This design comes from an exercise in tuning for small area and few clock cycles per item on the open sky130 flow, not from production work. In this exercise RTL edits were held to simulation tests only and were not proved equivalent to the original. Power and IR drop assume default switching activity.

==> flow/design.v <==
`timescale 1ns / 1ps
package xyli_pkg;
  typedef enum logic {
    OP_TICK  = 1'b0,
    OP_START = 1'b1
  } op_e;
  typedef enum logic [1:0] {
    CFG_X_DIR_POL = 2'd0,
    CFG_Y_DIR_POL = 2'd1,
    CFG_X_LIMIT   = 2'd2,
    CFG_Y_LIMIT   = 2'd3
  } cfg_reg_e;
  localparam int unsigned RES_STEP_X = 0;
  localparam int unsigned RES_STEP_Y = 1;
  localparam int unsigned RES_DIR_X  = 2;
  localparam int unsigned RES_DIR_Y  = 3;
  localparam int unsigned RES_BUSY   = 4;
  localparam int unsigned RES_DONE   = 5;
  localparam int unsigned RES_FLAGS  = 6;
  typedef struct packed {
    logic done;
    logic busy;
    logic dir_y;
    logic dir_x;
    logic step_y;
    logic step_x;
  } flags_t;
endpackage
`timescale 1ns / 1ps
module xyli_cfg #(
  parameter int unsigned POS_BITS = 24
) (
  input  logic                 clk_i,
  input  logic                 rst_ni,
  input  logic                 wr_en_i,
  input  xyli_pkg::cfg_reg_e   wr_index_i,
  input  logic [POS_BITS-2:0]  wr_data_i,
  output logic                 x_pol_o,
  output logic                 y_pol_o,
  output logic [POS_BITS-2:0]  x_lim_o,
  output logic [POS_BITS-2:0]  y_lim_o
);
  logic                x_pol_q, y_pol_q;
  logic [POS_BITS-2:0] x_lim_nq, y_lim_nq;
  always_ff @(posedge clk_i or negedge rst_ni) begin
    if (!rst_ni) begin
      x_pol_q <= 1'b0;
      y_pol_q <= 1'b0;
      x_lim_nq <= '0;
      y_lim_nq <= '0;
    end else if (wr_en_i) begin
      unique case (wr_index_i)
        xyli_pkg::CFG_X_DIR_POL: x_pol_q <= wr_data_i[0];
        xyli_pkg::CFG_Y_DIR_POL: y_pol_q <= wr_data_i[0];
        xyli_pkg::CFG_X_LIMIT:   x_lim_nq <= ~wr_data_i;
        xyli_pkg::CFG_Y_LIMIT:   y_lim_nq <= ~wr_data_i;
        default: ;
      endcase
    end
  end
  assign x_pol_o = x_pol_q;
  assign y_pol_o = y_pol_q;
  assign x_lim_o = ~x_lim_nq;
  assign y_lim_o = ~y_lim_nq;
endmodule
`timescale 1ns / 1ps
module xyli_rca #(
  parameter int unsigned N = 8
) (
  input  logic [N-1:0] a_i,
  input  logic [N-1:0] b_i,
  input  logic         c_i,
  output logic [N-1:0] s_o,
  output logic         c_o
);
  logic [N:0] c;
  always_comb begin
    c[0] = c_i;
    for (int unsigned i = 0; i < N; i++) begin
      s_o[i] = ~(a_i[i] ^ b_i[i] ^ ~c[i]);
      c[i+1] = ~((~a_i[i] & ~b_i[i]) | (~c[i] & (~a_i[i] | ~b_i[i])));
    end
    c_o = c[N];
  end
endmodule
module xyli_cadd #(
  parameter int unsigned N = 16,
  parameter int unsigned K = 8
) (
  input  logic [N-1:0] a_i,
  input  logic [N-1:0] b_i,
  input  logic         c_i,
  output logic [N-1:0] s_o
);
  logic [K-1:0]   s_lo;
  logic [N-K-1:0] s_h, all1;
  logic           c_lo;
  xyli_rca #(.N(K)) u_lo (
    .a_i (a_i[K-1:0]), .b_i (b_i[K-1:0]), .c_i (c_i), .s_o (s_lo), .c_o (c_lo)
  );
  xyli_rca #(.N(N-K)) u_hi (
    .a_i (a_i[N-1:K]), .b_i (b_i[N-1:K]), .c_i (1'b0), .s_o (s_h), .c_o ()
  );
  always_comb begin
    all1[0] = 1'b1;
    for (int unsigned i = 1; i < N - K; i++) begin
      all1[i] = all1[i-1] & s_h[i-1];
    end
  end
  assign s_o = {s_h ^ (all1 & {(N-K){c_lo}}), s_lo};
endmodule
module xyli_core #(
  parameter int unsigned POS_BITS = 24
) (
  input  logic                        clk_i,
  input  logic                        rst_ni,
  input  logic                        en_i,
  output logic                        busy_o,
  output logic                        planned_o,
  input  xyli_pkg::op_e               op_i,
  input  logic                        rel_i,
  input  logic signed [POS_BITS-1:0]  tgt_x_i,
  input  logic signed [POS_BITS-1:0]  tgt_y_i,
  input  logic                        x_pol_i,
  input  logic                        y_pol_i,
  input  logic        [POS_BITS-2:0]  x_lim_i,
  input  logic        [POS_BITS-2:0]  y_lim_i,
  output xyli_pkg::flags_t            flags_o,
  output logic signed [POS_BITS-1:0]  pos_x_o,
  output logic signed [POS_BITS-1:0]  pos_y_o
);
  localparam int unsigned P  = POS_BITS;    
  localparam int unsigned D  = P + 1;       
  localparam int unsigned W  = P + 2;       
  localparam int unsigned L  = 13;          
  localparam int unsigned PL = 12;          
  logic [P-1:0] cur_x_q, cur_y_q;
  logic         pin_x_q, pin_y_q, phase_q, moving_q, st1_q, st2_q, vp_q;
  logic         sgn_x_q, sgn_y_q, xmaj_q, negx_q, negy_q;
  logic [P-1:0] j_q, mnn_q, cntn_q;
  logic [D-1:0] vh_q;
  logic         vc_q;
  logic         fx_q, fy_q, lbx_q, lby_q;
  logic         px_q, py_q, done_q;
  logic [D-1:0] sx, sy, ddx, ddy, bx, by, ex, ey;
  logic [P:0]   nzx, nzy;
  logic [P-1:0] st_ax, st_ay;
  logic         ddx_pos, ddy_pos;
  logic         start_x_pos, start_y_pos;
  logic [D-1:0] dd, dd_a, dd_b;
  logic         dd_s;
  logic [P-1:0] st_mn, st_cnt, jx;
  logic [W-1:0] v0, v0_a, v0_b;
  logic         start, tick, step, neg, step_x, step_y, reached;
  logic [D-1:0] xa;
  logic [L-1:0] vlo;
  logic         vlo_c;
  logic [D-L-1:0] vhi;
  logic [P-1:0] nx, ny;
  logic         nx_c, ny_c;
  logic [P-2:0] lim_nx, lim_ny;
  logic         lx_c, ly_c, hx_c, hy_c;
  logic         pul_x, pul_y;
  logic [P-1:0] cnt_inc;
  logic [P:0]   cnt_b;
  assign start  = en_i && (op_i == xyli_pkg::OP_START);
  assign tick   = en_i && (op_i == xyli_pkg::OP_TICK) && moving_q;
  assign busy_o    = st1_q || st2_q;
  assign planned_o = st1_q;
  assign ex = {tgt_x_i[P-1], tgt_x_i};
  assign ey = {tgt_y_i[P-1], tgt_y_i};
  assign bx = {D{!rel_i}} ^ {cur_x_q[P-1], cur_x_q};
  assign by = {D{!rel_i}} ^ {cur_y_q[P-1], cur_y_q};
  xyli_cadd #(.N(D), .K(12)) u_sx (.a_i(ex), .b_i(bx), .c_i(!rel_i), .s_o(sx));
  xyli_cadd #(.N(D), .K(12)) u_sy (.a_i(ey), .b_i(by), .c_i(!rel_i), .s_o(sy));
  always_comb begin
    ddx = rel_i ? {tgt_x_i[P-1] ^ sx[D-1] ^ sx[P-1], tgt_x_i} : sx;
    ddy = rel_i ? {tgt_y_i[P-1] ^ sy[D-1] ^ sy[P-1], tgt_y_i} : sy;
    nzx[0] = 1'b0;
    nzy[0] = 1'b0;
    for (int unsigned i = 0; i < P; i++) begin
      nzx[i+1] = nzx[i] | ddx[i];
      nzy[i+1] = nzy[i] | ddy[i];
      st_ax[i] = ddx[i] ^ (ddx[D-1] & nzx[i]);
      st_ay[i] = ddy[i] ^ (ddy[D-1] & nzy[i]);
    end
  end
  assign ddx_pos = !negx_q && (j_q != '0);
  assign ddy_pos = !negy_q && (mnn_q != '1);
  assign dd_a = {1'b0, j_q};
  assign dd_b = {1'b1, mnn_q};
  xyli_cadd #(.N(D), .K(13)) u_dd (.a_i(dd_a), .b_i(dd_b), .c_i(1'b1), .s_o(dd));
  assign dd_s   = dd[D-1];
  assign st_mn  = dd_s ? ~j_q : mnn_q;      
  assign st_cnt = dd_s ? mnn_q : ~j_q;      
  assign jx   = j_q ^ {P{!xmaj_q}};
  assign v0_a = {2'b00, jx};
  assign v0_b = {2'b11, mnn_q};
  xyli_cadd #(.N(W), .K(14)) u_v0 (.a_i(v0_a), .b_i(v0_b), .c_i(!xmaj_q), .s_o(v0));
  assign neg = vh_q[D-1];
  assign xa  = neg ? {1'b0, jx} : {1'b1, mnn_q};
  xyli_rca #(.N(L)) u_vlo (
    .a_i (vh_q[L-1:0]), .b_i (xa[L-1:0]), .c_i (neg ? !xmaj_q : 1'b1), .s_o (vlo), .c_o (vlo_c)
  );
  xyli_rca #(.N(D-L)) u_vhi (
    .a_i (vh_q[D-1:L]), .b_i (xa[D-1:L]), .c_i (vc_q), .s_o (vhi), .c_o ()
  );
  xyli_rca #(.N(PL)) u_nxl (
    .a_i (cur_x_q[PL-1:0]), .b_i ({{(PL-1){sgn_x_q}}, 1'b1}), .c_i (1'b0),
    .s_o (nx[PL-1:0]), .c_o (nx_c)
  );
  xyli_rca #(.N(P-PL)) u_nxh (
    .a_i (cur_x_q[P-1:PL]), .b_i ({(P-PL){sgn_x_q}}), .c_i (fx_q),
    .s_o (nx[P-1:PL]), .c_o ()
  );
  xyli_rca #(.N(PL)) u_nyl (
    .a_i (cur_y_q[PL-1:0]), .b_i ({{(PL-1){sgn_y_q}}, 1'b1}), .c_i (1'b0),
    .s_o (ny[PL-1:0]), .c_o (ny_c)
  );
  xyli_rca #(.N(P-PL)) u_nyh (
    .a_i (cur_y_q[P-1:PL]), .b_i ({(P-PL){sgn_y_q}}), .c_i (fy_q),
    .s_o (ny[P-1:PL]), .c_o ()
  );
  assign lim_nx = ~x_lim_i;
  assign lim_ny = ~y_lim_i;
  xyli_rca #(.N(PL)) u_lxl (
    .a_i (nx[PL-1:0]), .b_i (lim_nx[PL-1:0]), .c_i (1'b1), .s_o (), .c_o (lx_c)
  );
  xyli_rca #(.N(P-1-PL)) u_lxh (
    .a_i (nx[P-2:PL]), .b_i (lim_nx[P-2:PL]), .c_i (lbx_q), .s_o (), .c_o (hx_c)
  );
  xyli_rca #(.N(PL)) u_lyl (
    .a_i (ny[PL-1:0]), .b_i (lim_ny[PL-1:0]), .c_i (1'b1), .s_o (), .c_o (ly_c)
  );
  xyli_rca #(.N(P-1-PL)) u_lyh (
    .a_i (ny[P-2:PL]), .b_i (lim_ny[P-2:PL]), .c_i (lby_q), .s_o (), .c_o (hy_c)
  );
  assign pul_x = pin_x_q ? (nx[P-1] || !hx_c) : (!nx[P-1] && (nx != '0));
  assign pul_y = pin_y_q ? (ny[P-1] || !hy_c) : (!ny[P-1] && (ny != '0));
  always_comb begin
    cnt_b[0] = 1'b1;
    for (int unsigned i = 0; i < P; i++) begin
      cnt_inc[i] = cntn_q[i] ^ cnt_b[i];
      cnt_b[i+1] = cnt_b[i] & cntn_q[i];
    end
  end
  assign reached = &cntn_q;
  assign step    = tick && !reached && !phase_q;
  assign step_x  = xmaj_q || neg;
  assign step_y  = !xmaj_q || neg;
  always_ff @(posedge clk_i or negedge rst_ni) begin
    if (!rst_ni) begin
      cur_x_q  <= '0;
      cur_y_q  <= '0;
      pin_x_q  <= 1'b0;
      pin_y_q  <= 1'b0;
      phase_q  <= 1'b0;
      moving_q <= 1'b0;
      st1_q    <= 1'b0;
      st2_q    <= 1'b0;
      vp_q     <= 1'b0;
    end else begin
      st1_q <= start;
      st2_q <= st1_q;
      vp_q  <= step;
      if (start) begin
        moving_q <= 1'b1;
      end
      if (st1_q) begin
        pin_x_q  <= ddx_pos ? x_pol_i : !x_pol_i;
        pin_y_q  <= ddy_pos ? y_pol_i : !y_pol_i;
      end
      if (tick) begin
        if (reached) begin
          moving_q <= 1'b0;
        end else begin
          phase_q <= !phase_q;
        end
      end
      if (step && step_x) cur_x_q <= nx;
      if (step && step_y) cur_y_q <= ny;
    end
  end
  always_ff @(posedge clk_i) begin
    fx_q  <= nx_c;
    fy_q  <= ny_c;
    negx_q <= ddx[D-1];      
    negy_q <= ddy[D-1];
    vc_q   <= vlo_c;         
    lbx_q <= lx_c;
    lby_q <= ly_c;
    if (en_i) begin
      px_q   <= step && step_x && pul_x;
      py_q   <= step && step_y && pul_y;
      done_q <= tick && reached;
    end
    if (start) begin
      j_q     <= st_ax;
      mnn_q   <= ~st_ay;
    end
    if (st1_q) begin
      sgn_x_q <= !ddx_pos;
      sgn_y_q <= !ddy_pos;
      j_q    <= dd[P-1:0];
      mnn_q  <= st_mn;
      cntn_q <= st_cnt;
      xmaj_q <= !dd_s;
    end else if (step) begin
      cntn_q <= cnt_inc;
    end
    if (st2_q) begin
      vh_q <= v0[W-1:1];
    end else begin
      if (step) begin
        vh_q[L-1:0] <= vlo;
      end
      if (vp_q) begin
        vh_q[D-1:L] <= vhi;
      end
    end
  end
  assign flags_o.step_x = px_q;
  assign flags_o.step_y = py_q;
  assign flags_o.dir_x  = pin_x_q;
  assign flags_o.dir_y  = pin_y_q;
  assign flags_o.busy   = moving_q;
  assign flags_o.done   = done_q;
  assign pos_x_o        = cur_x_q;
  assign pos_y_o        = cur_y_q;
endmodule
`timescale 1ns / 1ps
module xy_stepper_line_interpolator #(
  parameter int unsigned POS_BITS = 24
) (
  input  logic                       clk_i,
  input  logic                       rst_ni,
  input  logic                       s_axis_tvalid,
  output logic                       s_axis_tready,
  input  logic [((2*POS_BITS+7)/8)*8-1:0] s_axis_tdata,
  input  logic [1:0]                 s_axis_tuser,
  output logic                       m_axis_tvalid,
  input  logic                       m_axis_tready,
  output logic [((2*POS_BITS+6+7)/8)*8-1:0] m_axis_tdata,
  input  logic                       cfg_valid_i,
  output logic                       cfg_ready_o,
  input  logic [1:0]                 cfg_index_i,
  input  logic [POS_BITS-2:0]        cfg_data_i
);
  localparam int unsigned OUT_BITS = ((2*POS_BITS+6+7)/8)*8;
  logic                       s_fire;
  logic                       m_vld_q, wr_q, core_busy, core_planned;
  logic                       x_pol, y_pol;
  logic [POS_BITS-2:0]        x_lim, y_lim;
  xyli_pkg::flags_t           flags;
  logic signed [POS_BITS-1:0] pos_x, pos_y;
  assign s_axis_tready = (!m_vld_q || m_axis_tready) && !core_busy && !wr_q;
  assign s_fire        = s_axis_tvalid && s_axis_tready;
  assign cfg_ready_o   = 1'b1;
  always_ff @(posedge clk_i or negedge rst_ni) begin
    if (!rst_ni) begin
      m_vld_q <= 1'b0;
      wr_q    <= 1'b0;
    end else begin
      m_vld_q <= (s_fire && !s_axis_tuser[0]) || core_planned || (m_vld_q && !m_axis_tready);
      wr_q    <= cfg_valid_i;
    end
  end
  xyli_cfg #(
    .POS_BITS (POS_BITS)
  ) u_cfg (
    .clk_i      (clk_i),
    .rst_ni     (rst_ni),
    .wr_en_i    (cfg_valid_i),
    .wr_index_i (xyli_pkg::cfg_reg_e'(cfg_index_i)),
    .wr_data_i  (cfg_data_i),
    .x_pol_o    (x_pol),
    .y_pol_o    (y_pol),
    .x_lim_o    (x_lim),
    .y_lim_o    (y_lim)
  );
  xyli_core #(
    .POS_BITS (POS_BITS)
  ) u_core (
    .clk_i   (clk_i),
    .rst_ni  (rst_ni),
    .en_i    (s_fire),
    .busy_o    (core_busy),
    .planned_o (core_planned),
    .op_i    (xyli_pkg::op_e'(s_axis_tuser[0])),
    .rel_i   (s_axis_tuser[1]),
    .tgt_x_i (s_axis_tdata[POS_BITS-1:0]),
    .tgt_y_i (s_axis_tdata[2*POS_BITS-1:POS_BITS]),
    .x_pol_i (x_pol),
    .y_pol_i (y_pol),
    .x_lim_i (x_lim),
    .y_lim_i (y_lim),
    .flags_o (flags),
    .pos_x_o (pos_x),
    .pos_y_o (pos_y)
  );
  assign m_axis_tvalid = m_vld_q;
  assign m_axis_tdata  = OUT_BITS'({pos_y, pos_x, flags.done, flags.busy, flags.dir_y,
                                    flags.dir_x, flags.step_y, flags.step_x});
endmodule
==> flow/flow/run.sh <==
#!/bin/bash
# The standard layout (the standard.sh), with the port buffers that ORFS puts on every
# input and output made the smallest buffer cell instead of the delay buffer it picks itself.
set -e
export BUFFER_PORTS_ARGS="-buffer_cell sky130_fd_sc_hd__buf_1"
bash standard.sh > standard.log 2>&1
==> flow/standard.sh <==
#!/bin/bash
# synth_recipe.tcl (not shown) runs the flow's synth.tcl, then flattens the netlist and writes it again
# the make line also repeats each setting of config.mk as NAME=value (left out here)
make -C /OpenROAD-flow-scripts/flow DESIGN_CONFIG=/design/flow/config.mk WORK_HOME=/design/flow/orfs CLKGATE_MAP_FILE= SYNTH_SCRIPT=/design/flow/synth_recipe.tcl "${@:-finish}"
==> flow/config.mk <==
export PLATFORM = sky130hd
export DESIGN_NAME = xy_stepper_line_interpolator
export DESIGN_NICKNAME = xy_stepper_line_interpolator
export VERILOG_FILES = /design/flow/design.v
export SDC_FILE = /design/flow/constraint.sdc
export NUM_CORES = 4
export LEC_CHECK = 0
export CAP_MARGIN = 20
export CORE_MARGIN = 2
export CORE_UTILIZATION = 40
export CTS_BUF_LIST = sky130_fd_sc_hd__clkbuf_8
export CTS_CLUSTER_DIAMETER = 80
export CTS_CLUSTER_SIZE = 15
export PLACE_DENSITY = 0.8
export SLEW_MARGIN = 20
==> flow/constraint.sdc <==
create_clock -name core_clock -period 9.0 [get_ports {clk_i}]
set_input_delay 1.8000 -clock core_clock [delete_from_list [all_inputs] [get_ports {clk_i}]]
set_output_delay 1.8000 -clock core_clock [all_outputs]
set_load 0.01 [all_outputs]
==> results of run 1 <==
[sequential cells by signal (all words and copies together), names as in the netlist, 23 cells and up]
register / flops
u_core.vh_q: 25
u_core.cntn_q: 24
u_core.cur_x_q: 24
u_core.cur_y_q: 24
u_core.j_q: 24
u_core.mnn_q: 24
u_cfg.x_lim_nq: 23
u_cfg.y_lim_nq: 23
[cells by family after synthesis]
family | synth area share [%]
simple gates | 9.925
compound gates | 8.346
flops | 35.22
fa+ha+maj | 22.68
buf+inv | 5.060
xor+xnor | 8.677
mux | 10.05
other cells | 0.04513
[Yosys cell counts, drive strengths merged, types with 7 or more instances]
| cell | number | share of area [%] |
|---|---|---|
| edfxtp | 103 | 19 |
| fa | 156 | 19 |
| nand2 | 140 | 3.2 |
| clkbuf | 39 | 0.88 |
| nand4 | 22 | 0.83 |
| ha | 35 | 2.6 |
| nand3b | 7 | 0.32 |
| maj3 | 20 | 1.3 |
| o21ai | 117 | 3.5 |
| o31ai | 7 | 0.32 |
| mux2 | 93 | 6.3 |
| nor4 | 18 | 0.75 |
| xor2 | 92 | 4.8 |
| xnor2 | 72 | 3.8 |
| buf | 29 | 0.94 |
| a31oi | 9 | 0.34 |
| dfrtp | 105 | 16 |
| nand3 | 19 | 0.57 |
| or3 | 9 | 0.34 |
| nor2 | 61 | 1.4 |
| dfxtp | 7 | 0.84 |
| nand2b | 8 | 0.30 |
| a21oi | 55 | 1.7 |
| inv | 143 | 3.2 |
| nor3 | 9 | 0.33 |
| mux2i | 62 | 3.8 |
[worst max-delay path, cell delays in order (launching register included)]
cell and delay [ns]:
edfxtp_1 0.54, nor2_1 0.14, a21oi_1 0.07, fa_1 0.43
fa_1 0.46, fa_1 0.44, fa_1 0.43, fa_1 0.42
fa_1 0.42, fa_1 0.43, fa_1 0.43, fa_1 0.43
fa_1 0.43, fa_1 0.47, fa_1 0.44, fa_1 0.40
inv_1 0.08, nand3_1 0.12, or3_1 0.40, nor3_1 0.33
nand2b_1 0.19, nor3_2 0.24, nand2_1 0.14, xor2_1 0.16
mux2_2 0.26
[area by class of cell]
| cell class | count | area [µm²] | area share (%) |
|---|---|---|---|
| clock buffers | 20 | 275.3 | 1.512 |
| flip-flops and latches | 215 | 5862 | 32.19 |
| clock inverters | 12 | 72.57 | 0.3986 |
| repair buffers | 167 | 770.7 | 4.233 |
| inverters | 143 | 539.3 | 2.962 |
| well taps | 532 | 665.6 | 3.656 |
| multi-input cells | 1104 | 10020 | 55.04 |
[where the power goes]
group,switching (mW),total (mW),internal [mW]
Combinational,2.13,3.88,1.75
Clock,0.344,0.580,0.235
Sequential,0.365,1.78,1.42
[per-stage QoR]
step                setup slack [ns]  setup TNS (ns)
finish                        0.4583               0
global route                 0.03128               0
CTS                           0.2838               0
detailed placement           0.05863               0
global placement              0.1118               0
floorplan                   -0.02898        -0.02898
[path summary, 6_finish.rpt]
check                           depth (start not counted)                              to
worst min-delay path                                    2  u_cfg.y_lim_nq[20]$_DFFE_PN0P_
min in group asynchronous                               1   u_cfg.x_lim_nq[3]$_DFFE_PN0P_
worst max register to register                         24       u_core.vh_q[23]$_DFFE_PP_
max in group asynchronous                               2  u_core.cur_y_q[13]$_DFFE_PN0P_
worst max-delay path                                   24       u_core.vh_q[23]$_DFFE_PP_
worst min register to register                          2  u_cfg.y_lim_nq[20]$_DFFE_PN0P_
[routing by layer]
layer  global-route usage (%)  share of wire (%)  vias to the layer above
met3                    3.245                6.2                       90
met5                        0                  0                        -
met2                    33.64                 49                      354
met1                    24.62                 40                     5851
li1                         -                  -                     5456
met4                    7.263                4.2                        0
==> flow_summary_export.csv, run 1 <==
group,metric,value,unit
status,status,"no timing/DRC/antenna violations",
critical_path,worstSetupPathType,"reg -> reg",
clocking,cts_hold_buf,0,
clocking,clkTransAtPathRegs,0.11,ns
timing,worst_pin_slew,0.9950,ns
global_route,grt_pass1_vias,12370,
floorplanning,core-area,0.04092,mm²
timing,hold_slack,0.4916,ns
critical_path,cp_max_fo,6,
floorplanning,dieHeight,208.0,µm
timing,hold_viol,0,
global_route,antenna_found_initial,0,
drt,vias_per_cell,5.358,
layout,fillCellCount,3864,
drt,postRouteWirelength,41.69,mm
timing,skew,0.03281,ns
drt,drt_iter0_markers,784,
timing,period_share,94.91,%
placement,placed_area,0.01785,mm²
layout,layout_common_cells,"152 x inv_1, 152 x fa_1, 140 x nand2_1",
power,peakVddDrop,195.9,µV
critical_path,regToRegSetupSlack,0.46,ns
placement,gp_congestion,0.9297,
logic_synthesis,synth-main-ff-cell,"dfrtp_1",
power,finalPower,6.243,mW
layout,n_antenna_cell,0,
clocking,clk_latency,0.55,ns
timing,drv_slew,0,
timing,relSlewSlack,33.67,%
placement,port_buffers,135,
logic_synthesis,synth_seq_area_share,35.22,%
logic_synthesis,avgSynthCellArea,10.88,µm²
layout,drive_above_1_share,11.38,%
hold_path,hp-start,"u_cfg.y_lim_nq[20]$_DFFE_PN0P_",
drt,drt.antenna.violating_nets,0,
timing,setup_viol,0,
logic_synthesis,ys_seq_elements,215,
critical_path,r2r-start,"u_core.j_q[0]$_DFFE_PP_",
timing,max_clock_freq,117.1,MHz
layout,final_area,0.01821,mm²
drt,firstDrtPassIters,7,
drt,drcViolationCount,0,
timing,rsz0062_at_grt,"false",
global_route,grt_max_degree,96,
drt,wire_per_inst,19.01,µm
placement,hpwl,33.42,mm
logic_synthesis,synth_edf_count,103,
timing,min_period,8.542,ns
clocking,cts_htree_levels,1,
global_route,grt_use_total,19.50,%
power,leakagePower,7.455,nW
run,max_cap_violations,0,
floorplanning,die_w,208.0,µm
power,powerDensity,342.9,mW/mm²
clocking,numCtsBuffers,18,
logic_synthesis,syn_area,0.01664,mm²
hold_path,hp-class,"reg -> reg",
logic_synthesis,synth.distinct_cells,81,
logic_synthesis,syn_inst,1529,
layout,finalNonFillerCells,2193,
critical_path,startpoint_type,"flop",
floorplanning,start_util,40.66,%
logic_synthesis,yosysWarnings,10,
clocking,root_buffer,"clkbuf_8",
floorplanning,die_area,0.04325,mm²
global_route,grt_first_pass_wirelength,67.68,mm
clocking,clk_path_buf_depth,3,
global_route,overflow,0,
critical_path,arrival,8.84,ns
critical_path,crit_start,"u_core.j_q[0]$_DFFE_PP_",
critical_path,required,9.30,ns
logic_synthesis,synthArstFlopShare,48.84,%
clocking,cts_tree,"yes",
clocking,ctsResizeCount,0,
layout,final_core_util,44.49,%
clocking,clock_sinks,215,
floorplanning,ioPinCount,139,
critical_path,crit_path_end_kind,"flop",
placement,place_inst,2161,
drt,via_count,11750,
floorplanning,row_count,74,
layout,syn_to_final_growth,9.414,%
clocking,post_cts_buffers,0,
layout,layout.nets,1920,
Testbench counts, summed over its fixed seeds: cycles 24,928, items 24,276.
==> inputs of run 2 (changes only) <==
--- a/flow/config.mk
+++ b/flow/config.mk
@@ -12,4 +12,3 @@
 export CTS_CLUSTER_DIAMETER = 80
 export CTS_CLUSTER_SIZE = 15
-export PLACE_DENSITY = 0.8
 export SLEW_MARGIN = 20
==> run 2 against run 1 <==
  * Clock power down 2%
  * Non-clock buffer count up 3
  * Sequential cell count unchanged
==> flow_summary_export.csv, run 2 <==
group,metric,value,unit
timing,hold_slack,0.4900,ns
clocking,cts_tree,"yes",
logic_synthesis,synth_top_area_share,18.77,%
timing,setup_viol,0,
logic_synthesis,yosys.area.top_type,"fa_1",
layout,drive_above_1_share,11.65,%
layout,layout_common_cells,"152 x fa_1, 151 x inv_1, 140 x nand2_1",
drt,drt.antenna.violating_nets,0,
drt,drt_iter0_markers,604,
logic_synthesis,synth-compound-area-share,8.346,%
global_route,overflow,0,
layout,finalNonFillerCells,2198,
global_route,grt_first_pass_wirelength,66.87,mm
layout,largest_register_ff_count,25,
timing,relSlewSlack,42.66,%
timing,worst_pin_slew,0.8600,ns
clocking,clk_latency,0.54,ns
logic_synthesis,synth.area.top_cells,"fa_1 19%, edfxtp_1 19%, dfrtp_1 16%, mux2_2 6.0%, xor2_1 4.8%",
placement,placed_area,0.01785,mm²
layout,layout.nets,1924,
floorplanning,ioPinCount,139,
placement,hpwl,33.52,mm
layout,final_area,0.01821,mm²
global_route,grt_pass1_vias,11930,
logic_synthesis,synth_top_family_by_area,"adder cells",
logic_synthesis,synth_edf_count,103,
clocking,post_cts_buffers,0,
global_route,grt_max_degree,82,
logic_synthesis,syn_inst,1529,
clocking,numCtsBuffers,19,
hold_path,hp-class,"reg -> reg",
placement,port_buffers,135,
logic_synthesis,ys_seq_elements,215,
critical_path,arrival,8.82,ns
layout,regMostFlops,"u_core.vh_q",
timing,setup_slack,0.4767,ns
critical_path,startpoint_type,"flop",
floorplanning,start_util,40.66,%
drt,drcViolationCount,0,
clocking,cts_htree_levels,1,
floorplanning,dieHeight,208.0,µm
timing,hold_viol,0,
drt,via_count,11470,
floorplanning,die_w,208.0,µm
logic_synthesis,synthXorXnorAreaFrac,8.677,%
clocking,clkTransAtPathRegs,0.10,ns
drt,wire_per_inst,18.88,µm
drt,vias_per_cell,5.216,
critical_path,crit_path_end_kind,"flop",
status,status,"no timing/DRC/antenna violations",
timing,drv_slew,0,
timing,max_clock_freq,117.3,MHz
power,powerDensity,338.6,mW/mm²
logic_synthesis,synth.distinct_cells,81,
global_route,antenna_found_initial,1,
clocking,root_buffer,"clkbuf_8",
placement,pre_cts_ws,0.01945,ns
logic_synthesis,yosys.area_share.simple,9.925,%
power,peakVddDrop,167.4,µV
floorplanning,row_count,74,
drt,firstDrtPassIters,7,
floorplanning,core-area,0.04092,mm²
timing,period_share,94.70,%
logic_synthesis,yosysWarnings,10,
logic_synthesis,syn_area,0.01664,mm²
clocking,clk_path_buf_depth,3,
critical_path,cp_max_fo,6,
logic_synthesis,synthArstFlopShare,48.84,%
power,leakagePower,7.453,nW
global_route,grt_use_total,19.50,%
critical_path,required,9.29,ns
placement,place_inst,2164,
logic_synthesis,muxShareOfSynthArea,10.05,%
logic_synthesis,synthAdderAreaFrac,22.68,%
placement,gp_congestion,0.8913,
layout,final_common_cell,"fa_1",
layout,syn_to_final_growth,9.414,%
logic_synthesis,avgSynthCellArea,10.88,µm²
timing,skew,0.01829,ns
run,max_cap_violations,0,
logic_synthesis,synth_seq_area_share,35.22,%
timing,rsz0062_at_grt,"false",
timing,min_period,8.523,ns
critical_path,worstSetupPathType,"reg -> reg",
floorplanning,die_area,0.04325,mm²
clocking,clock_sinks,215,
logic_synthesis,yosysMostFrequentCell,"fa_1",
drt,postRouteWirelength,41.50,mm
logic_synthesis,ys_top_cells_by_count,"156 x fa_1, 142 x inv_1, 140 x nand2_1",
logic_synthesis,synth-main-ff-cell,"dfrtp_1",
run 2: cell counts after synthesis:
No cell type changed its count.
run 2: metrics by stage:
step | setup TNS, ns | power (mW) | utilization, %
floorplan | -0.02898 | 4.584 | -
global placement | 0 | 5.522 | 43.63
detailed placement | 0 | 5.612 | 43.63
CTS | 0 | 6.213 | 44.47
global route | 0 | 6.762 | 44.48
finish | 0 | 6.165 | 44.49
run 2: where the power goes:
| part | switching (mW) | internal (mW) |
|---|---|---|
| logic | 2.07 | 1.74 |
| clock network | 0.354 | 0.212 |
| registers | 0.371 | 1.42 |
run 2: kinds of logic (layout without fill, tap and decap cells):
logic type / count (synthesis) / after routing
xor gates and xnor gates: 164 / 164
and+or+nand+nor: 333 / 333
buffers and inverters: 211 / 346
adders and majority gates: 211 / 211
muxes: 155 / 155
DFF: 215 / 215
AOI/OAI and AO/OA: 238 / 238
other: 2 / 4
run 2: path summary, 6_finish.rpt:
check / startpoint / endpoint / slack, ns / cells after the start
hold reg to reg: u_cfg.y_lim_nq[0]$_DFFE_PN0P_ / u_cfg.y_lim_nq[0]$_DFFE_PN0P_ / 0.49 / 2
max in group asynchronous: rst_ni / u_cfg.x_lim_nq[10]$_DFFE_PN0P_ / 6.40 / 2
setup reg to reg: u_core.j_q[0]$_DFFE_PP_ / u_core.vh_q[23]$_DFFE_PP_ / 0.48 / 24
min in group asynchronous: rst_ni / u_cfg.x_lim_nq[6]$_DFFE_PN0P_ / 1.36 / 1
hold / removal: u_cfg.y_lim_nq[0]$_DFFE_PN0P_ / u_cfg.y_lim_nq[0]$_DFFE_PN0P_ / 0.49 / 2
setup / recovery: u_core.j_q[0]$_DFFE_PP_ / u_core.vh_q[23]$_DFFE_PP_ / 0.48 / 24
run 2: repair_timing:
action,4_1_cts,5_1_grt
gates resized for setup,0,1
hold buffers,0,0
endpoints found under the setup margin,0,1
run 2: cell type report:
class                   count  area (µm²)
clock inverters            13       71.32
inverters                 143       539.3
repair buffers            170       777.0
fillers                  3969       22720
clock buffers              20       275.3
well taps                 532       665.6
flip-flops and latches    215        5862
diodes                      1       2.502
multi-input cells        1104       10010
run 2: metal layers:
metal / track usage (%) / share of wire (%) / up-vias
li1: - / - / 5493
met1: 24.82 / 42 / 5617
met2: 33.65 / 49 / 276
met3: 3.562 / 5.4 / 77
met4: 6.187 / 3.6 / 2
met5: 0 / 0.031 / -
run 2: critical path, stage by stage (launching register included):
cell and delay [ns]:
edfxtp_1 0.55, nor2_1 0.14, a21oi_1 0.07, fa_1 0.43, fa_1 0.43, fa_1 0.43
fa_1 0.45, fa_1 0.45, fa_1 0.44, fa_1 0.43, fa_1 0.42, fa_1 0.43
fa_1 0.44, fa_1 0.44, fa_1 0.43, fa_1 0.40, inv_1 0.09, nand3_1 0.13
or3_1 0.41, nor3_2 0.22, nand2b_1 0.15, nor3_1 0.33, nand2_1 0.15, xor2_1 0.16
mux2_2 0.26
==> inputs of run 3 (changes only) <==
--- a/flow/config.mk
+++ b/flow/config.mk
@@ -8,5 +8,5 @@
 export CAP_MARGIN = 20
 export CORE_MARGIN = 2
-export CORE_UTILIZATION = 40
+export CORE_UTILIZATION = 50
 export CTS_BUF_LIST = sky130_fd_sc_hd__clkbuf_8
 export CTS_CLUSTER_DIAMETER = 80
==> run 3 against run 2 <==
  * Count of clock-buffer cells in the layout up 1
  * Sequential cell count unchanged
  * Via count down 0.18%
  * Final cell count down 4.0%
  * Synthesized cell count unchanged
  * Sequential share of layout area up 0.14 points
  * Non-clock buffer count down 2
  * Hold slack better by 0.0025 ns
  * Clock power up 9.7%
  * Sequential power about the same
  * Global-route usage up 4.9 points
  * Setup slack worse by 0.034 ns
  * Critical path type unchanged
==> flow_summary_export.csv, run 3 <==
group,metric,value,unit
status,status,"no timing/DRC/antenna violations",
floorplanning,die_area,0.03476,mm²
critical_path,arrival,8.87,ns
clocking,numCtsBuffers,21,
layout,drive_above_1_share,11.76,%
floorplanning,ioPinCount,139,
placement,placed_area,0.01774,mm²
logic_synthesis,synth-main-ff-cell,"dfrtp_1",
clocking,root_buffer,"clkbuf_8",
drt,drcViolationCount,0,
timing,relSlewSlack,34.32,%
timing,max_clock_freq,116.9,MHz
critical_path,startpoint_type,"flop",
layout,finalNonFillerCells,2110,
logic_synthesis,ys_top_cells_by_count,"156 x fa_1, 142 x inv_1, 140 x nand2_1",
logic_synthesis,yosys.area.top_type,"fa_1",
critical_path,r2r-start,"u_core.j_q[0]$_DFFE_PP_",
global_route,overflow,0,
timing,drv_slew,0,
drt,drt.antenna.violating_nets,0,
layout,layout_common_cells,"152 x fa_1, 149 x inv_1, 140 x nand2_1",
critical_path,cp_max_fo,6,
critical_path,crit_path_end_kind,"flop",
drt,drt_iter0_markers,678,
timing,period_share,95.09,%
timing,rsz0062_at_grt,"false",
logic_synthesis,ys_seq_elements,215,
global_route,use_met2,40.67,%
logic_synthesis,yosysWarnings,10,
timing,worst_pin_slew,0.9852,ns
global_route,grt_use_total,24.35,%
clocking,ctsResizeCount,0,
clocking,post_cts_buffers,0,
layout,fillCellCount,2955,
layout,layout.nets,1924,
clocking,clk_path_buf_depth,3,
global_route,grt_max_degree,89,
logic_synthesis,yosysMostFrequentCell,"fa_1",
layout,largest_register_ff_count,25,
global_route,grt_first_pass_wirelength,66.45,mm
critical_path,crit_start,"u_core.j_q[0]$_DFFE_PP_",
timing,tns,0,ns
logic_synthesis,synth_seq_area_share,35.22,%
logic_synthesis,avgSynthCellArea,10.88,µm²
global_route,use_met1,32.95,%
timing,hold_viol,0,
layout,final_common_cell,"fa_1",
timing,skew,0.02709,ns
layout,syn_to_final_growth,8.947,%
logic_synthesis,synth_edf_count,103,
logic_synthesis,synthArstFlopShare,48.84,%
logic_synthesis,syn_inst,1529,
global_route,antenna_found_initial,5,
logic_synthesis,synth.distinct_cells,81,
drt,postRouteWirelength,41.37,mm
floorplanning,dieHeight,186.4,µm
critical_path,required,9.31,ns
clocking,clock_sinks,215,
drt,firstDrtPassIters,5,
drt,via_count,11440,
power,peakVddDrop,149.7,µV
placement,place_inst,2072,
logic_synthesis,synth.area.top_cells,"fa_1 19%, edfxtp_1 19%, dfrtp_1 16%, mux2_2 6.0%, xor2_1 4.8%",
layout,regMostFlops,"u_core.vh_q",
hold_path,hp-class,"reg -> reg",
clocking,cts_tree,"yes",
layout,final_area,0.01813,mm²
clocking,cts_hold_buf,0,
power,powerDensity,342.2,mW/mm²
placement,hpwl,32.74,mm
clocking,clkTransAtPathRegs,0.10,ns
run,max_cap_violations,0,
clocking,cts_htree_levels,1,
drt,wire_per_inst,19.60,µm
global_route,top_usage_layer,"met2",
timing,setup_viol,0,
global_route,grt_pass1_vias,11720,
floorplanning,core-area,0.03262,mm²
placement,port_buffers,135,
power,leakagePower,7.463,nW
logic_synthesis,syn_area,0.01664,mm²
logic_synthesis,synth_top_area_share,18.77,%
drt,vias_per_cell,5.424,
timing,min_period,8.558,ns
floorplanning,start_util,51.02,%
hold_path,hp-start,"u_cfg.x_lim_nq[8]$_DFFE_PN0P_",
floorplanning,row_count,66,
timing,hold_slack,0.4925,ns
clocking,clk_latency,0.57,ns
critical_path,worstSetupPathType,"reg -> reg",
placement,gp_congestion,0.8827,
floorplanning,die_w,186.4,µm
global_route,grtUsageMet3,3.686,%
[run 3: cell types whose count changed in the layout (fill, tap and decap cells not counted), sizes merged]
cell and delta:
buf -2, inv +2, clkbuf +1, diode +1
[run 3: where the power goes]
part | leakage, nW | internal, mW | switching [mW]
combinational | 4.93 | 1.74 | 2.05
clock | 0.224 | 0.231 | 0.389
sequential | 2.30 | 1.42 | 0.372
total | 7.46 | 3.39 | 2.81
[run 3: metal layers]
layer | part of all wire [%] | wire (µm)
met5 | 0.097 | 40
met2 | 49 | 20140
met3 | 4.4 | 1807
met1 | 44 | 18070
met4 | 3.2 | 1307
[run 3: worst max-delay path, stage by stage, from the launching register on]
cell	delay [ns]
edfxtp_1	0.54
nor2_1	0.14
a21oi_1	0.07
fa_1	0.44
fa_1	0.44
fa_1	0.45
fa_1	0.43
fa_1	0.45
fa_1	0.43
fa_1	0.43
fa_1	0.43
fa_1	0.43
fa_1	0.43
fa_1	0.43
fa_1	0.44
fa_1	0.40
inv_1	0.08
nand3_1	0.13
or3_1	0.40
nor3_1	0.38
nand2b_1	0.18
nor3_1	0.23
nand2_1	0.13
xor2_1	0.15
mux2_2	0.26
[run 3: stage by stage]
stage / power, mW / utilization (%) / setup slack [ns]
2_1_floorplan: 4.584 / - / -0.02898
3_3_place_gp: 5.529 / 54.38 / 0.2133
3_5_place_dp: 5.610 / 54.38 / 0.1043
4_1_cts: 6.261 / 55.57 / 0.3419
5_1_grt: 6.816 / 55.57 / 0.07522
6_report: 6.203 / 55.58 / 0.4422
[run 3: layout make-up]
class / count / area [µm²] / share of cell area [%]
Antenna cell: 2 / 5.005 / 0.02761
Multi-Input combinational cell: 1104 / 10020 / 55.27
Tap cell: 442 / 553.0 / 3.050
Clock buffer: 21 / 289.0 / 1.594
Timing Repair Buffer: 168 / 762.0 / 4.203
Clock inverter: 15 / 98.84 / 0.5452
Sequential cell: 215 / 5862 / 32.33
Inverter: 143 / 539.3 / 2.974
[run 3: worst paths after layout]
| check | end | slack [ns] | cells past startpoint |
|---|---|---|---|
| worst max-delay path | u_core.vh_q[23]$_DFFE_PP_ | 0.44 | 24 |
| worst min-delay path | u_cfg.x_lim_nq[8]$_DFFE_PN0P_ | 0.49 | 2 |
| worst min register to register | u_cfg.x_lim_nq[8]$_DFFE_PN0P_ | 0.49 | 2 |
| min in group asynchronous | u_cfg.y_lim_nq[17]$_DFFE_PN0P_ | 1.27 | 1 |
| max in group asynchronous | u_core.st1_q$_DFF_PN0_ | 6.42 | 2 |
| worst max register to register | u_core.vh_q[23]$_DFFE_PP_ | 0.44 | 24 |
[run 3: cells by family (layout without fill, tap and decap cells)]
family	count (synthesis)	in the layout	share of synthesized area, %
flops	215	215	35.22
compound gates	238	238	8.346
xor+xnor	164	164	8.677
fa+ha+maj	211	211	22.68
other cells	2	5	0.04513
mux	155	155	10.05
simple gates	333	333	9.925
buf+inv	211	347	5.060
==> inputs of run 4 (changes only) <==
--- a/flow/config.mk
+++ b/flow/config.mk
@@ -6,7 +6,8 @@
 export NUM_CORES = 4
 export LEC_CHECK = 0
+export ABC_AREA = 1
 export CAP_MARGIN = 20
 export CORE_MARGIN = 2
-export CORE_UTILIZATION = 50
+export CORE_UTILIZATION = 40
 export CTS_BUF_LIST = sky130_fd_sc_hd__clkbuf_8
 export CTS_CLUSTER_DIAMETER = 80
==> run 4 against run 3 <==
  * Sequential share of layout area increased by 0.42 points
  * Cell area fell by 1.3%
  * First-iteration DRC count rose by 4.0%
  * Fmax increased by 0.82%
  * Highest routed layer unchanged
  * Non-clock buffer count down 15
  * Global-route usage shrank 3.9 points
  * Critical path depth is 10 higher
  * Critical path type unchanged
  * Sequential cell count is the same
  * Total power is 14% lower
  * Still clean
==> flow_summary_export.csv, run 4 <==
group,metric,value,unit
clocking,ctsResizeCount,0,
timing,worst_pin_slew,0.9937,ns
timing,setup_viol,0,
power,power_frac_comb,57.7,%
logic_synthesis,yosysMostFrequentCell,"nand2_1",
logic_synthesis,syn_area,0.01657,mm²
floorplanning,start_util,40.59,%
floorplanning,core-area,0.04083,mm²
logic_synthesis,ys_top_cells_by_count,"434 x nand2_1, 229 x inv_1, 199 x o21ai_0",
critical_path,crit_path_end_kind,"flop",
global_route,grt_first_pass_wirelength,70.24,mm
timing,min_period,8.488,ns
layout,layout.nets,2231,
power,p_int,2.795,mW
clocking,cts_htree_levels,1,
layout,largest_register_ff_count,25,
logic_synthesis,yosys.area.top_type,"fa_1",
timing,max_clock_freq,117.8,MHz
power,finalPower,5.359,mW
clocking,root_buffer,"clkbuf_8",
drt,firstDrtPassIters,5,
layout,finalNonFillerCells,2505,
floorplanning,die_w,207.5,µm
global_route,overflow,0,
floorplanning,die_area,0.04307,mm²
global_route,antenna_found_initial,7,
drt,drt.antenna.violating_nets,0,
logic_synthesis,avgSynthCellArea,8.905,µm²
logic_synthesis,synth_seq_area_share,35.36,%
drt,wire_per_inst,17.29,µm
drt,drt_iter0_markers,705,
power,leakagePower,7.929,nW
timing,period_share,94.31,%
layout,fillCellCount,4015,
critical_path,crit_slowest_cell,"fa_1",
placement,place_inst,2470,
placement,pre_cts_ws,0.05503,ns
layout,register_area,0.005862,mm²
logic_synthesis,synth_top_area_share,18.84,%
hold_path,hp-class,"reg -> reg",
placement,placed_area,0.01754,mm²
global_route,grt_use_total,20.45,%
power,powerDensity,299.4,mW/mm²
clocking,numCtsBuffers,19,
run,max_cap_violations,0,
floorplanning,ioPinCount,139,
clocking,clk_latency,0.57,ns
clocking,cts_hold_buf,0,
critical_path,path_common_cell,"fa_1",
global_route,grt_pass1_vias,12660,
timing,setup_slack,0.5121,ns
global_route,grt_max_degree,79,
timing,skew,0.03665,ns
layout,drive_above_1_share,5.730,%
drt,vias_per_cell,5.066,
logic_synthesis,yosysWarnings,10,
critical_path,worstSetupPathType,"reg -> reg",
placement,port_buffers,135,
clocking,post_cts_buffers,0,
layout,layout_common_cells,"433 x nand2_1, 237 x inv_1, 199 x o21ai_0",
power,p_seq_share,31.7,%
timing,hold_slack,0.4774,ns
drt,postRouteWirelength,43.32,mm
layout,regMostFlops,"u_core.vh_q",
timing,drv_slew,0,
layout,final_core_util,43.83,%
floorplanning,dieHeight,207.5,µm
floorplanning,row_count,74,
power,p_sw,2.564,mW
timing,tns,0,ns
critical_path,max_stage_delay,0.45,ns
clocking,clock_sinks,215,
logic_synthesis,synthArstFlopShare,48.84,%
logic_synthesis,ys_seq_elements,215,
placement,gp_congestion,0.8478,
timing,rsz0062_at_grt,"false",
power,switching_share,47.84,%
power,peakVddDrop,203.8,µV
critical_path,cp_max_fo,6,
placement,hpwl,34.32,mm
layout,final_area,0.01790,mm²
critical_path,arrival,8.80,ns
critical_path,required,9.31,ns
logic_synthesis,synth.area.top_cells,"fa_1 19%, edfxtp_1 19%, dfrtp_1 16%, nand2_1 9.8%, o21ai_0 6.0%",
layout,multi_input_area,0.009435,mm²
clocking,clkTransAtPathRegs,0.11,ns
layout,syn_to_final_growth,8.003,%
clocking,cts_tree,"yes",
drt,drcViolationCount,0,
critical_path,startpoint_type,"flop",
logic_synthesis,synth-main-ff-cell,"dfrtp_1",
status,status,"no timing/DRC/antenna violations",
power,p_clk_share,10.6,%
logic_synthesis,synth_edf_count,103,
logic_synthesis,synth.distinct_cells,54,
layout,final_common_cell,"nand2_1",
timing,hold_viol,0,
logic_synthesis,syn_inst,1861,
clocking,clk_path_buf_depth,3,
drt,via_count,12690,
timing,relSlewSlack,33.60,%
## run 4: cell types whose count changed in the layout (fill, tap and decap cells not counted), sizes merged, moves of 46 or more
cell / delta
o21ai: +126
mux2i: -48
inv: +100
xnor2: -46
nor2: +54
nand2: +303
mux2: -93
## run 4: cells by family (layout without fill, tap and decap cells)
logic type,after synthesis,in the layout,synth area share (%)
compound gates,339,339,11.29
fa+ha+maj,192,192,21.55
flops,215,215,35.36
buf+inv,319,429,7.776
simple gates,686,686,18.16
xor+xnor,94,94,4.968
mux,14,14,0.8456
other cells,2,4,0.04532
## run 4: layout make-up
cell class	instances	area share, %
clock inverters	14	0.4055
repair buffers	153	3.838
diodes	1	0.01398
flip-flops and latches	215	32.75
well taps	532	3.719
multi-input cells	1328	52.72
inverters	243	5.096
clock buffers	19	1.461
## run 4: per-layer routing
layer  share of wire, %  GRT usage, %  routed length [µm]  up-vias
li1                   -             -                   -     6256
met1                 44         27.00               18930     6094
met2                 48         34.47               20750      260
met3                5.0         3.510                2163       71
met4                3.2         6.158                1392       10
met5               0.18             0                  77        -
## run 4: critical path: cells and delay by family, from the launching register on
kind	cells	cell delay [ns]
buffers and inverters	8	0.63
DFF	1	0.42
AOI/OAI and AO/OA	2	0.22
and+or+nand+nor	11	1.26
adders and majority gates	13	5.67
## run 4: power groups by stage
stage	Combinational, mW	Clock, mW	Sequential (mW)
6_report	3.09	0.570	1.70
5_1_grt	3.57	0.621	1.74
4_1_cts	3.10	0.590	1.70
3_5_place_dp	3.08	0	1.72
3_3_place_gp	2.99	0	1.71
2_1_floorplan	2.32	0	1.65
## run 4: path summary, 6_finish.rpt
| path | slack, ns | cells after the start | from | to |
|---|---|---|---|---|
| worst max-delay path | 0.51 | 34 | u_core.j_q[0]$_DFFE_PP_ | u_core.vh_q[23]$_DFFE_PP_ |
| worst min-delay path | 0.48 | 1 | u_core.phase_q$_DFFE_PN0P_ | u_core.phase_q$_DFFE_PN0P_ |
| worst max register to register | 0.51 | 34 | u_core.j_q[0]$_DFFE_PP_ | u_core.vh_q[23]$_DFFE_PP_ |
| worst min register to register | 0.48 | 1 | u_core.phase_q$_DFFE_PN0P_ | u_core.phase_q$_DFFE_PN0P_ |
| max in group asynchronous | 6.41 | 2 | rst_ni | u_core.st1_q$_DFF_PN0_ |
| min in group asynchronous | 1.29 | 1 | rst_ni | u_cfg.x_lim_nq[8]$_DFFE_PN0P_ |
==> inputs of run 5 (changes only) <==
--- a/flow/config.mk
+++ b/flow/config.mk
@@ -7,5 +7,5 @@
 export LEC_CHECK = 0
 export ABC_AREA = 1
-export CAP_MARGIN = 20
+export CAP_MARGIN = 5
 export CORE_MARGIN = 2
 export CORE_UTILIZATION = 40
@@ -13,3 +13,3 @@
 export CTS_CLUSTER_DIAMETER = 80
 export CTS_CLUSTER_SIZE = 15
-export SLEW_MARGIN = 20
+export SLEW_MARGIN = 5
==> run 5 against run 4 <==
  * Final cell count is essentially flat
  * Sequential power is essentially flat
  * Sequential cell count is the same
  * Wire length shrank 0.17%
  * Synthesized area is the same
  * Register-to-register slack gained 0.02 ns
  * Global-route usage is the same
  * Via count grew 0.25%
  * Hold slack is essentially flat
  * Core utilization shrank 0.055 points
  * Critical endpoint unchanged
  * Largest cell class unchanged
  * Highest routed layer unchanged
==> flow_summary_export.csv, run 5 <==
group,metric,value,unit
status,status,"no timing/DRC/antenna violations",
floorplanning,die_w,207.5,µm
floorplanning,dieHeight,207.5,µm
timing,drv_slew,0,
global_route,antenna_found_initial,7,
drt,drcViolationCount,0,
placement,gp_congestion,0.8478,
layout,regMostFlops,"u_core.vh_q",
logic_synthesis,synth_seq_area_share,35.36,%
logic_synthesis,synthArstFlopShare,48.84,%
logic_synthesis,synth.distinct_cells,54,
floorplanning,die_area,0.04307,mm²
critical_path,crit_path_end_kind,"flop",
critical_path,worstSetupPathType,"reg -> reg",
layout,syn_to_final_growth,7.867,%
critical_path,path_buf_inv,8,
critical_path,required,9.31,ns
clocking,clk_path_buf_depth,3,
floorplanning,ioPinCount,139,
run,max_cap_violations,0,
drt,wire_per_inst,17.27,µm
timing,tns,0,ns
timing,period_share,94.11,%
timing,hold_viol,0,
critical_path,cp_max_fo,6,
critical_path,rr_worst_depth,34,
clocking,root_buffer,"clkbuf_8",
global_route,grt_first_pass_wirelength,70.24,mm
power,powerDensity,299.6,mW/mm²
layout,finalNonFillerCells,2504,
hold_path,hp-class,"reg -> reg",
global_route,grt_max_degree,79,
layout,layout_common_cells,"434 x nand2_1, 237 x inv_1, 199 x o21ai_0",
clocking,clkTransAtPathRegs,0.12,ns
clocking,cts_htree_levels,1,
logic_synthesis,ys_top_cells_by_count,"434 x nand2_1, 229 x inv_1, 199 x o21ai_0",
layout,largest_register_ff_count,25,
critical_path,max_stage_delay,0.45,ns
logic_synthesis,synth_top_area_share,18.84,%
logic_synthesis,synth-main-ff-cell,"dfrtp_1",
drt,via_count,12720,
timing,relSlewSlack,22.14,%
drt,drt_iter0_markers,760,
placement,port_buffers,135,
timing,rsz0062_at_grt,"false",
drt,postRouteWirelength,43.24,mm
global_route,grt_use_total,20.45,%
drt,drt.antenna.violating_nets,0,
floorplanning,core-area,0.04083,mm²
timing,setup_viol,0,
logic_synthesis,synth.area.top_cells,"fa_1 19%, edfxtp_1 19%, dfrtp_1 16%, nand2_1 9.8%, o21ai_0 6.0%",
power,leakagePower,7.920,nW
layout,drive_above_1_share,5.632,%
placement,place_inst,2470,
global_route,overflow,0,
timing,min_period,8.470,ns
clocking,numCtsBuffers,19,
logic_synthesis,synth_edf_count,103,
global_route,grt_pass1_vias,12660,
floorplanning,start_util,40.59,%
layout,layout.nets,2230,
logic_synthesis,syn_area,0.01657,mm²
critical_path,crit_family,"adder cells",
placement,hpwl,34.32,mm
critical_path,arrival,8.78,ns
drt,vias_per_cell,5.081,
timing,worst_pin_slew,1.165,ns
critical_path,path_common_cell,"fa_1",
critical_path,cp.depth,34,
logic_synthesis,ys_seq_elements,215,
timing,skew,0.04027,ns
logic_synthesis,yosysWarnings,10,
timing,max_clock_freq,118.1,MHz
drt,firstDrtPassIters,5,
logic_synthesis,yosysMostFrequentCell,"nand2_1",
critical_path,startpoint_type,"flop",
logic_synthesis,avgSynthCellArea,8.905,µm²
critical_path,crit_slowest_cell,"fa_1",
logic_synthesis,syn_inst,1861,
hold_path,hold_depth,1,
clocking,clock_sinks,215,
floorplanning,row_count,74,
layout,final_common_cell,"nand2_1",
logic_synthesis,yosys.area.top_type,"fa_1",
clocking,cts_tree,"yes",
power,peakVddDrop,202.4,µV
clocking,clk_latency,0.57,ns
==> run 5: cell count changes in the layout (fill, tap and decap cells not counted) <==
cell and change:
buf_12 -1, nand2_1 +1, nand2_2 -1
==> run 5: cell families after synthesis <==
kind of cell | after synthesis | synth area share, %
and+or+nand+nor | 686 | 18.16
AOI/OAI and AO/OA | 339 | 11.29
buffers and inverters | 319 | 7.776
DFF | 215 | 35.36
adders and majority gates | 192 | 21.55
xor gates and xnor gates | 94 | 4.968
muxes | 14 | 0.8456
other | 2 | 0.04532
==> run 5: area by class of cell <==
type                            instances  area [µm²]
Tap cell                              532       665.6
Timing Repair Buffer                  152       666.9
Clock buffer                           19       261.5
Multi-Input combinational cell       1328        9433
Antenna cell                            1       2.502
Fill cell                            4017       22960
Clock inverter                         14       72.57
Sequential cell                       215        5862
Inverter                              243       912.1
==> run 5: repair_timing <==
action | in CTS | in global routing
setup buffers | 0 | 0
gates resized for setup | 0 | 1
hold endpoints to repair | 0 | 0
setup endpoints to repair | 0 | 1
hold buffers | 0 | 0
==> run 5: power breakdown <==
group	internal, mW	switching, mW	leakage (nW)
logic	1.23	1.86	5.40
registers	1.36	0.339	2.32
clock network	0.204	0.368	0.198
==> run 5: worst paths after layout <==
| check | from | to | slack (ns) |
|---|---|---|---|
| min in group asynchronous | rst_ni | u_cfg.x_lim_nq[8]$_DFFE_PN0P_ | 1.28 |
| worst max register to register | u_core.j_q[0]$_DFFE_PP_ | u_core.vh_q[23]$_DFFE_PP_ | 0.53 |
| worst min-delay path | u_core.phase_q$_DFFE_PN0P_ | u_core.phase_q$_DFFE_PN0P_ | 0.48 |
| worst max-delay path | u_core.j_q[0]$_DFFE_PP_ | u_core.vh_q[23]$_DFFE_PP_ | 0.53 |
| worst min register to register | u_core.phase_q$_DFFE_PN0P_ | u_core.phase_q$_DFFE_PN0P_ | 0.48 |
| max in group asynchronous | rst_ni | u_core.st1_q$_DFF_PN0_ | 6.42 |
==> run 5: through the flow <==
| step | utilization, % | hold slack (ns) | setup WS (ns) | total power [mW] | area, µm² |
|---|---|---|---|---|---|
| after global routing | 43.77 | 0.4964 | 0.04265 | 5.934 | 17870 |
| final | 43.78 | 0.4774 | 0.5297 | 5.355 | 17880 |
| after CTS | 43.77 | 0.4836 | 0.4342 | 5.389 | 17870 |
| after detailed placement | 42.96 | 0.4650 | 0.05503 | 4.803 | 17540 |
| after global placement | 42.96 | 0.4549 | 0.1128 | 4.706 | 17540 |
| after floorplan | - | 0.4416 | 0.02545 | 3.968 | 16600 |
==> run 5: per-layer routing <==
layer / vias up / global-route usage, % / share of wire [%] / wire, µm
li1: 6245 / - / - / -
met1: 6122 / 27.00 / 43 / 18740
met2: 277 / 34.47 / 48 / 20720
met3: 69 / 3.510 / 5.3 / 2310
met4: 10 / 6.158 / 3.2 / 1387
met5: - / 0 / 0.18 / 77

what the ideal ports hide:
Ports are ideal in the flow. The routed layouts listed here were re-timed in OpenROAD.
Step 1: set_driving_cell puts a clkbuf_16 on clk_i and a buf_2 on each other input, an assumption about the parent block.
Step 2, shift: input delay + t, output delay - t, t = (earliest + latest rising clock arrival at the registers) / 2. This alone moves slack from input paths to output paths.
Three values: no drivers, after step 1, after step 2; two values: the first two.
| run | t (ns) | setup WS [ns] | slew at the worst register clock pin (ns) |
|---|---|---|---|
| run 1 | 0.583 | 0.458 / 0.458 / -0.056 | 0.12 / 0.12 |
| run 2 | 0.583 | 0.477 / 0.477 / 0.018 | 0.11 / 0.11 |
| run 3 | 0.603 | 0.442 / 0.442 / 0.116 | 0.11 / 0.11 |
| run 4 | 0.599 | 0.512 / 0.512 / 0.057 | 0.11 / 0.11 |
| run 5 | 0.601 | 0.530 / 0.530 / 0.063 | 0.12 / 0.12 |
With both steps, setup timing fails in run 1, where it was met with ideal ports. For run 1, which loses most, drivers alone change the setup slack by 0.000 ns; drivers and shift together by -0.514 ns.
